Background: an optimization exercise with open tools, aiming at small area, a short achievable clock period and few clock cycles per item. Do not read the settings as production practice. RTL that was checked went through simulation tests only; none was proved equivalent to the original. Power figures rest on the tool's default switching activity, not on a simulated workload.

Design ahb3_tile, start of the top module:
module ahb3_tile (
  input  logic                clk,
  input  logic                arst_n_i,
  input  logic                hsel_i,
  input  logic [31:0]         haddr_i,
  input  logic                hwrite_i,
  input  logic [2:0]          hsize_i,
  input  logic [1:0]          htrans_i,
  input  logic [31:0]         hwdata_i,
  output logic [31:0]         hrdata_o,
  output logic                hready_o,
  output logic                hresp_o
);
Settings: LEC_CHECK=0, CAP_MARGIN=20, CORE_MARGIN=2, CORE_UTILIZATION=70, GPL_ROUTABILITY_DRIVEN=0, PLACE_DENSITY=0.8, SETUP_SLACK_MARGIN=4.0, SLEW_MARGIN=20, SYNTH_HIERARCHICAL=1, SYNTH_MEMORY_MAX_BITS=16384; clock period 7.0 ns.
standard.sh (not shown) runs the stock make flow with config.mk's settings and CLKGATE_MAP_FILE= SYNTH_SCRIPT=/design/flow/synth_recipe.tcl, a recipe that flattens the netlist after the stock synthesis.
==> flow/flow/run.sh <==
#!/bin/bash
# The standard layout (standard.sh), with three changes:
#  - the port buffers are plain buffers instead of delay cells,
#  - repair may swap a cell for one of another footprint (so a slow buffer
#    can become a fast one),
#  - clock tree leaves drive larger clusters, and no dummy loads are added.
# Each ORFS step keeps its own log under orfs/logs/; make's output is in
# flow.log.
set -euo pipefail
bash standard.sh \
  BUFFER_PORTS_ARGS="-buffer_cell sky130_fd_sc_hd__buf_4" \
  MATCH_CELL_FOOTPRINT=0 \
  CTS_ARGS="-sink_clustering_enable -repair_clock_nets -dont_use_dummy_load -sink_clustering_size 25 -sink_clustering_max_diameter 70" \
  finish > flow.log 2>&1
Testbench counts at the start, summed over its fixed seeds: cycles 26,056, transfers 26,048.
Change:
CORE_UTILIZATION = 65   (was 70)
GPL_ROUTABILITY_DRIVEN = default   (was 0)
PLACE_DENSITY = 0.75   (was 0.8)
SETUP_SLACK_MARGIN = 3.8   (was 4.0)
Result:
- This time the run finished but failed the layout checks on max-slew violations
- clock-buffer cell count rises by 14
- sequential cell count is unchanged
- die area is higher by 7.6%
- cell area came out lower by 0.42%

Another version of the RTL of ahb3_tile (not shown whole).
Size in the first run: about 16,000 cells after synthesis, ~8,300 flip-flops, about 0.30 mm² of cells after synthesis.
clock: 7.0 ns
lec_check: 0
cap_margin: 20
core_margin: 2
core_utilization: 75
gpl_routability_driven: 0
place_density: 0.82
setup_slack_margin: 4.0
slew_margin: 20
synth_hierarchical: 1
synth_memory_max_bits: 16384
==> flow/flow/run.sh <==
#!/bin/bash
# The standard layout (standard.sh), with three changes:
#  - the port buffers are plain buffers instead of delay cells,
#  - repair may swap a cell for one of another footprint (so a slow buffer
#    can become a fast one),
#  - clock tree leaves drive larger clusters, and no dummy loads are added.
# Each ORFS step keeps its own log under orfs/logs/; make's output is in
# flow.log.
set -euo pipefail
bash standard.sh \
  BUFFER_PORTS_ARGS="-buffer_cell sky130_fd_sc_hd__buf_4" \
  MATCH_CELL_FOOTPRINT=0 \
  CTS_ARGS="-sink_clustering_enable -repair_clock_nets -dont_use_dummy_load -sink_clustering_size 22 -sink_clustering_max_diameter 60" \
  finish > flow.log 2>&1
Testbench counts at the start, summed over its fixed seeds: cycles 26,056, transfers 26,048.
Change:
- CORE_UTILIZATION: 75 -> 70
- PLACE_DENSITY: 0.82 -> 0.8
The new run ran to the end with no violations.
Worst hold slack gets better by 0.010 ns.
Utilization goes down by 5.4 points.
Cell count goes up by 1.6%.
Routed wire length goes down by 3.6%.

== run A ==
ahb3_tile, a different RTL version from the one above (not shown whole).
Size in the first run: about 8,400 flip-flops, ~0.30 mm2 of cells after synthesis.
## ahb3_tile
module ahb3_tile (
  input  logic                clk,
  input  logic                arst_n_i,
  input  logic                hsel_i,
  input  logic [31:0]         haddr_i,
  input  logic                hwrite_i,
  input  logic [2:0]          hsize_i,
  input  logic [1:0]          htrans_i,
  input  logic [31:0]         hwdata_i,
  output logic [31:0]         hrdata_o,
  output logic                hready_o,
  output logic                hresp_o
);
==> flow/config.mk <==
export PLATFORM = sky130hd
export DESIGN_NAME = ahb3_tile
export DESIGN_NICKNAME = ahb3_tile
export VERILOG_FILES = /design/flow/design.v
export SDC_FILE = /design/flow/constraint.sdc
export NUM_CORES = 8
export LEC_CHECK = 0
export CAP_MARGIN = 20
export CORE_MARGIN = 2
export CORE_UTILIZATION = 80
export GPL_ROUTABILITY_DRIVEN = 0
export PLACE_DENSITY = 0.86
export SETUP_SLACK_MARGIN = 4.0
export SLEW_MARGIN = 20
export SYNTH_HIERARCHICAL = 1
export SYNTH_MEMORY_MAX_BITS = 16384
==> flow/constraint.sdc <==
create_clock -name core_clock -period 7.0 [get_ports {clk}]
set_input_delay 1.4000 -clock core_clock [delete_from_list [all_inputs] [get_ports {clk}]]
set_output_delay 1.4000 -clock core_clock [all_outputs]
set_load 0.01 [all_outputs]
Scripts as last shown in full above: flow/flow/run.sh
Testbench counts of run A, summed over its fixed seeds: cycles 26,056, transfers 26,048.
#### Input delta (run B over run A)
Settings: PLACE_DENSITY: 0.86 -> 0.82; CORE_UTILIZATION: 80 -> 75.
==> comparison <==
- Going from run A to run B, non-clock inverter total of the final layout now smaller; length of routed wiring on met1 has increased.
- Diff run A -> run B | routed wire length | down by a little under 10%
- Side by side, global-route usage turned out lower in run B than in run A.
- What run B reported for number of buffers added for setup after CTS has to be multiplied by 0.800 to get the figure for run A.
What run C does differently from run B at the input level:
Settings: SETUP_SLACK_MARGIN: 4.0 -> 4.5.
Findings:
- Run C: no failed stages, no open violations at the end
- On total number of multi-input combinational cells, run B and run C are basically level.
- Portion of total power attributed to combinational logic was lower in run B than in run C.
- Between run B and run C, area growth from synthesis to final layout is higher for run C, run B comes in under that.

Another version of the RTL of ahb3_tile (not shown whole).
Size in the first run: roughly 8400 flip-flops.
## ahb3_tile
module ahb3_tile (
  input  logic                clk,
  input  logic                arst_n_i,
  input  logic                hsel_i,
  input  logic [31:0]         haddr_i,
  input  logic                hwrite_i,
  input  logic [2:0]          hsize_i,
  input  logic [1:0]          htrans_i,
  input  logic [31:0]         hwdata_i,
  output logic [31:0]         hrdata_o,
  output logic                hready_o,
  output logic                hresp_o
);
  ahb3_pkg::ahb3_req_t req_i;
  assign req_i.hsel   = hsel_i;
  assign req_i.haddr  = haddr_i;
  assign req_i.hwrite = hwrite_i;
  assign req_i.hsize  = ahb3_pkg::hsize_e'(hsize_i);
  assign req_i.htrans = ahb3_pkg::htrans_e'(htrans_i);
  logic            accept;
  logic            sel_dm;
  logic            sel_boot;
  ahb3_pkg::word_t rdata;
  ahb3_pkg::word_t boot_rdata;
  ahb3_interconnect u_bus (
    .clk       (clk),
    .arst_n_i  (arst_n_i),
    .m_req_i   (req_i),
    .accept_o  (accept),
    .sel_dm_o  (sel_dm),
    .sel_boot_o(sel_boot),
    .hready_o  (hready_o),
    .hresp_o   (hresp_o)
  );
  ahb3_sram_sp u_ram (
    .clk      (clk),
    .arst_n_i (arst_n_i),
    .wr_take_i(accept && sel_dm && hwrite_i),
    .haddr_i  (req_i.haddr),
    .hsize_i  (req_i.hsize),
    .hwdata_i (hwdata_i),
    .ovr_i    (sel_boot),
    .ovr_data_i(boot_rdata),
    .rdata_o  (rdata)
  );
  ahb3_bootrom u_bootrom (
    .idx_i  (haddr_i[4:2]),
    .rdata_o(boot_rdata)
  );
  assign hrdata_o = rdata;
endmodule
clock: 7.0 ns
lec_check: 0
cap_margin: 20
core_margin: 2
core_utilization: 66
gpl_routability_driven: 0
place_density: 0.74
setup_slack_margin: 4.0
slew_margin: 20
synth_hierarchical: 1
synth_memory_max_bits: 16384
==> flow/flow/run.sh <==
#!/bin/bash
# The standard layout (standard.sh), with three changes:
#  - the port buffers are plain buffers instead of delay cells,
#  - repair may swap a cell for one of another footprint (so a slow buffer
#    can become a fast one),
#  - clock tree leaves drive larger clusters, and no dummy loads are added.
# Each ORFS step keeps its own log under orfs/logs/; make's output is in
# flow.log.
set -euo pipefail
bash standard.sh \
  BUFFER_PORTS_ARGS="-buffer_cell sky130_fd_sc_hd__buf_4" \
  MATCH_CELL_FOOTPRINT=0 \
  CTS_ARGS="-sink_clustering_enable -repair_clock_nets -dont_use_dummy_load -sink_clustering_size 16 -sink_clustering_max_diameter 45 -sink_clustering_buffer sky130_fd_sc_hd__clkbuf_8" \
  finish > flow.log 2>&1
The baseline completed with no timing, DRC or antenna violations.
Testbench counts at the start, summed over its fixed seeds: cycles 26,056, transfers 26,048.
==> next run, changes <==
--- a/flow/config.mk
+++ b/flow/config.mk
@@ -8,7 +8,7 @@
 export CAP_MARGIN = 20
 export CORE_MARGIN = 2
-export CORE_UTILIZATION = 66
+export CORE_UTILIZATION = 72
 export GPL_ROUTABILITY_DRIVEN = 0
-export PLACE_DENSITY = 0.74
+export PLACE_DENSITY = 0.8
 export SETUP_SLACK_MARGIN = 4.0
 export SLEW_MARGIN = 20
=> The changed run finished with timing, DRC and antenna clean. Wire length drops by about 1.6%. Design area drops by about 0.33%. Sequential cell count is unchanged. Area after synthesis does not change. Setup slack improved by 67 ps. Utilization goes up by 6.1 points.
==> next run, changes <==
--- a/flow/config.mk
+++ b/flow/config.mk
@@ -11,5 +11,5 @@
 export GPL_ROUTABILITY_DRIVEN = 0
 export PLACE_DENSITY = 0.8
-export SETUP_SLACK_MARGIN = 4.0
+export SETUP_SLACK_MARGIN = 3.8
 export SLEW_MARGIN = 20
 export SYNTH_HIERARCHICAL = 1
The new run completed without violations; wire length goes down by 1.1%; non-clock buffer count goes down by 28; critical path depth goes up by 8.
==> next run, changes <==
--- a/flow/config.mk
+++ b/flow/config.mk
@@ -8,8 +8,8 @@
 export CAP_MARGIN = 20
 export CORE_MARGIN = 2
-export CORE_UTILIZATION = 72
+export CORE_UTILIZATION = 75
 export GPL_ROUTABILITY_DRIVEN = 0
-export PLACE_DENSITY = 0.8
-export SETUP_SLACK_MARGIN = 3.8
+export PLACE_DENSITY = 0.82
+export SETUP_SLACK_MARGIN = 4.0
 export SLEW_MARGIN = 20
 export SYNTH_HIERARCHICAL = 1
After rerunning: Clock skew drops by 7.4 ps; cell area climbs by 0.53%; non-clock buffer count increases by 96; critical path depth went down by 3; wire length rises by 4.0%; synthesized area stays the same; worst setup slack improved by 83 ps.

Setup of north:
Another version of the RTL of ahb3_tile (not shown whole).
Size: about 110 I/O pins, about 300,000 sq um of cells after synthesis.
==> flow/config.mk <==
export PLATFORM = sky130hd
export DESIGN_NAME = ahb3_tile
export DESIGN_NICKNAME = ahb3_tile
export VERILOG_FILES = /design/flow/design.v
export SDC_FILE = /design/flow/constraint.sdc
export NUM_CORES = 8
export LEC_CHECK = 0
export CAP_MARGIN = 20
export CORE_MARGIN = 2
export CORE_UTILIZATION = 70
export GPL_ROUTABILITY_DRIVEN = 0
export PLACE_DENSITY = 0.78
export SETUP_SLACK_MARGIN = 4.0
export SLEW_MARGIN = 20
export SYNTH_HIERARCHICAL = 1
export SYNTH_MEMORY_MAX_BITS = 16384
==> flow/constraint.sdc <==
create_clock -name core_clock -period 7.0 [get_ports {clk}]
set_input_delay 1.4000 -clock core_clock [delete_from_list [all_inputs] [get_ports {clk}]]
set_output_delay 1.4000 -clock core_clock [all_outputs]
set_load 0.01 [all_outputs]
Scripts as last shown in full above: flow/flow/run.sh
north finished every stage and its layout cleared the timing, design-rule and antenna checks.
--- input diff north..south ---
- PLACE_DENSITY changed from 0.78 to 0.82
- CORE_UTILIZATION changed from 70 to 75
[summary]
- Between south and north, the difference in clock power is negligible.
- Across south and north, the outcome is the same: a clean finish for every run.
- Taking north as the reference, in south tap cell count -445, number of multi-input combinational cells in the layout ~0 delta, sequential share of layout area +0.17 points, portion of the layout cell area used by non-clock buffers ~0 delta, maximum frequency -about 0.5%.
- Per the comparison of south with north, ratio of final minimum period to clock period grew by 0.24 points; headroom to the max-slew limit grew by 4.6 points; worst-margin pin slew shrank by 69 ps.
Function was not checked in any run of this note: the RTL went through the layout flow alone.

## static timing again, ports no longer ideal
The results above use ideal ports. As a check the final layouts listed here were re-extracted and re-timed, cells and wires unchanged.
Step 1 (the two cells are an assumption about what drives the block):
set clk [get_ports {clk}]
set_driving_cell -lib_cell sky130_fd_sc_hd__clkbuf_16 $clk
set_driving_cell -lib_cell sky130_fd_sc_hd__buf_2 [delete_from_list [all_inputs] $clk]
Step 2 also shifts input and output timing later by t, the mid clock arrival at the registers, as if the neighbouring blocks saw the same clock.
a / b / c = ideal / step 1 / step 2; a / b = the first two.
| run | shift t [ns] | setup WS [ns] | clock arrival spread, ns | worst slew at a driven data input, ns | cell pins on the clock port's net |
|---|---|---|---|---|---|
| the first run of note 1 | 1.118 | 3.472 / 3.216 / 2.098 | 0.131 / 0.131 | 0.43 | 1 |
| the second run of note 1 | 1.126 | 3.515 / 3.241 / 2.115 | 0.122 / 0.122 | 0.44 | 1 |
| the first run of note 2 | 1.165 | 3.554 / 3.421 / 2.548 | 0.085 / 0.085 | 0.28 | 1 |
| the second run of note 2 | 1.158 | 3.584 / 3.452 / 2.302 | 0.106 / 0.106 | 0.31 | 1 |
| run A | 1.153 | 3.327 / 2.998 / 1.844 | 0.105 / 0.105 | 0.53 | 1 |
| run B | 1.139 | 3.825 / 3.515 / 2.377 | 0.096 / 0.097 | 0.55 | 1 |
| run C | 1.159 | 3.769 / 3.415 / 2.256 | 0.123 / 0.123 | 0.63 | 1 |
| the first run of note 4 | 1.177 | 3.730 / 3.658 / 2.537 | 0.093 / 0.094 | 0.60 | 1 |
| the second run of note 4 | 1.170 | 3.796 / 3.582 / 2.412 | 0.096 / 0.096 | 0.42 | 1 |
| the third run of note 4 | 1.160 | 3.652 / 3.611 / 2.451 | 0.091 / 0.091 | 0.23 | 1 |
| the fourth run of note 4 | 1.169 | 3.735 / 3.566 / 2.397 | 0.095 / 0.096 | 0.40 | 1 |
| north | 1.173 | 3.775 / 3.478 / 2.305 | 0.107 / 0.108 | 0.50 | 1 |
| south | 1.175 | 3.758 / 3.467 / 2.292 | 0.111 / 0.110 | 0.54 | 1 |
For run C, which loses most, drivers alone change the setup slack by -0.354 ns; drivers and shift together by -1.513 ns.
